Background: an optimization exercise with open tools, aiming at small area, a short achievable clock period and few clock cycles per item. Do not read the settings as production practice.
The RTL was checked by simulation tests, not by an equivalence proof against the original design.

==> 01-01 <==
==> flow/design.v (excerpt) <==
module butterfly2_pipe #(
    parameter int N = 16,
    parameter int Q = 14
) (
    input  logic                clk,
    input  logic                rst,
    input  logic                in_valid,
    output logic                in_ready,
    input  logic                in_inv,
    input  logic                in_scale,
    input  logic signed [N-1:0] in0_r,
    input  logic signed [N-1:0] in0_i,
    input  logic signed [N-1:0] in1_r,
    input  logic signed [N-1:0] in1_i,
    input  logic signed [N-1:0] twiddle_r,
    input  logic signed [N-1:0] twiddle_i,
    output logic                out_valid,
    input  logic                out_ready,
    output logic signed [N-1:0] out0_r,
    output logic signed [N-1:0] out0_i,
    output logic signed [N-1:0] out1_r,
    output logic signed [N-1:0] out1_i,
    output logic                ovf,
    input  logic                ovf_clr
);
Settings: LEC_CHECK=0, CAP_MARGIN=20, CORE_MARGIN=2, CORE_UTILIZATION=40, CTS_CLUSTER_DIAMETER=80, CTS_CLUSTER_SIZE=30, SLEW_MARGIN=20; clock period 9.0 ns.
standard.sh (not shown) runs the stock make flow with config.mk's settings and CLKGATE_MAP_FILE= SYNTH_SCRIPT=/design/flow/synth_recipe.tcl, a recipe that flattens the netlist after the stock synthesis.
==> flow/flow/run.sh <==
#!/bin/bash
# The standard layout (standard.sh: ORFS with the standard flow's config, constraints
# and scripts), with two changes after synthesis:
#  - the buffers ORFS puts on every input and output port are buf_2 cells
#    instead of the default clkdlybuf4s50_1 delay cells;
#  - timing repair aims at 5.0 ns of setup slack at the fixed 9 ns period
#    (a 4.0 ns path delay).
# Synthesis is the standard one, run on its own first.
set -euo pipefail
export BUFFER_PORTS_ARGS="-buffer_cell sky130_fd_sc_hd__buf_2"
bash standard.sh synth > synth.log 2>&1
bash standard.sh finish SETUP_SLACK_MARGIN=5.0 > layout.log 2>&1
==> 05-26 (differences from 01-01) <==
--- a/flow/design.v
+++ b/flow/design.v
@@ -1546,15 +1546,14 @@
     input  logic                ovf_clr
 );
     localparam int L  = 11;
     localparam int H  = 23;
     localparam int LC = 7;
     logic                w_en;
     logic                r_v1, r_v2, r_v3;
-    logic                r_nv3;              
     logic [7:0]          w_one_r, w_two_r, w_neg_r;
     logic [7:0]          w_one_i, w_two_i, w_negi_im;
     for (genvar k = 0; k < 8; k++) begin : g_booth
         logic hr, mr, lr, hi, mi, li;
         assign hr = twiddle_r[2*k+1];
         assign mr = twiddle_r[2*k];
         assign hi = twiddle_i[2*k+1];
@@ -1593,26 +1592,24 @@
     logic [17:0]         w_x0r, w_x0i, w_x1r, w_x1i;
     logic [17:0]         r_x0r, r_x0i, r_x1r, r_x1i;
     logic                r_sc3;
     logic                r_first;            
     logic                r_ovf, r_clr;       
     logic                w_ovf;
     assign w_en     = ~r_v3 | out_ready;
-    assign in_ready = r_nv3 | out_ready;
+    assign in_ready = w_en;
     always_ff @(posedge clk) begin
         if (rst) begin
-            r_v1  <= 1'b0;
-            r_v2  <= 1'b0;
-            r_v3  <= 1'b0;
-            r_nv3 <= 1'b1;
+            r_v1 <= 1'b0;
+            r_v2 <= 1'b0;
+            r_v3 <= 1'b0;
         end else if (w_en) begin
-            r_v1  <= in_valid;
-            r_v2  <= r_v1;
-            r_v3  <= r_v2;
-            r_nv3 <= ~r_v2;
+            r_v1 <= in_valid;
+            r_v2 <= r_v1;
+            r_v3 <= r_v2;
         end
     end
     always_ff @(posedge clk) begin
         if (w_en) begin
             r_ar1      <= in0_r;
             r_ai1      <= in0_i;
             r_br1      <= in1_r;
==> flow/flow/run.sh (replaced) <==
#!/bin/bash
# The standard layout (standard.sh: ORFS with the standard flow's config, constraints
# and scripts), with two changes after synthesis:
#  - the buffers ORFS puts on every input and output port are buf_2 cells
#    instead of the default clkdlybuf4s50_1 delay cells;
#  - timing repair aims at 4.9 ns of setup slack at the fixed 9 ns period
#    (a 4.1 ns path delay).
# Synthesis is the standard one, run on its own first.
set -euo pipefail
export BUFFER_PORTS_ARGS="-buffer_cell sky130_fd_sc_hd__buf_2"
bash standard.sh synth > synth.log 2>&1
bash standard.sh finish SETUP_SLACK_MARGIN=4.9 > layout.log 2>&1
Settings changed: CTS_CLUSTER_DIAMETER 80 to not set, CTS_CLUSTER_SIZE 30 to not set.
==> 01-08 (differences from 01-01) <==
==> flow/flow/run.sh (replaced) <==
#!/bin/bash
# The standard layout (standard.sh: ORFS with the standard flow's config, constraints
# and scripts), with two changes after synthesis:
#  - the buffers ORFS puts on every input and output port are buf_2 cells
#    instead of the default clkdlybuf4s50_1 delay cells;
#  - timing repair aims at 5.15 ns of setup slack at the fixed 9 ns period
#    (a 3.85 ns path delay).
# Synthesis is the standard one, run on its own first.
set -euo pipefail
export BUFFER_PORTS_ARGS="-buffer_cell sky130_fd_sc_hd__buf_2"
bash standard.sh synth > synth.log 2>&1
bash standard.sh finish SETUP_SLACK_MARGIN=5.15 > layout.log 2>&1
==> notes <==
In area after synthesis, 01-01 and 01-08 do not differ. In 01-08 the die area is larger than in 05-26, by 0.32%. Sequential share of layout area is about the same in 05-26 and 01-01.
Testbench counts of 01-01, summed over its fixed seeds: cycles 24,024, items 24,000.
Testbench counts of 05-26, summed over its fixed seeds: cycles 24,024, items 24,000.
Testbench counts of 01-08, summed over its fixed seeds: cycles 24,024, items 24,000.

re-timing with driven ports:
How much do the figures lean on ideal ports? The routed layouts below were timed once more, with nothing changed but the port constraints.
Step 1 (the two cells are an assumption about what drives the block):
set clk [get_ports {clk}]
set_driving_cell -lib_cell sky130_fd_sc_hd__clkbuf_16 $clk
set_driving_cell -lib_cell sky130_fd_sc_hd__buf_2 [delete_from_list [all_inputs] $clk]
Step 2, shift: input delay + t, output delay - t, t = (earliest + latest rising clock arrival at the registers) / 2. This alone moves slack from input paths to output paths.
Slacks: no drivers / after step 1 / after step 2; pairs: no drivers / after step 1.
run	t (ns)	setup slack, ns	latest minus earliest clock arrival (ns)
01-01	0.700	4.975 / 4.910 / 4.922	0.046 / 0.047
05-26	0.680	4.864 / 4.794 / 4.406	0.051 / 0.051
01-08	0.700	4.973 / 4.919 / 4.586	0.057 / 0.057
After both steps setup and hold are still met in every run listed. For 05-26, which loses most, drivers alone change the setup slack by -0.070 ns; drivers and shift together by -0.458 ns.
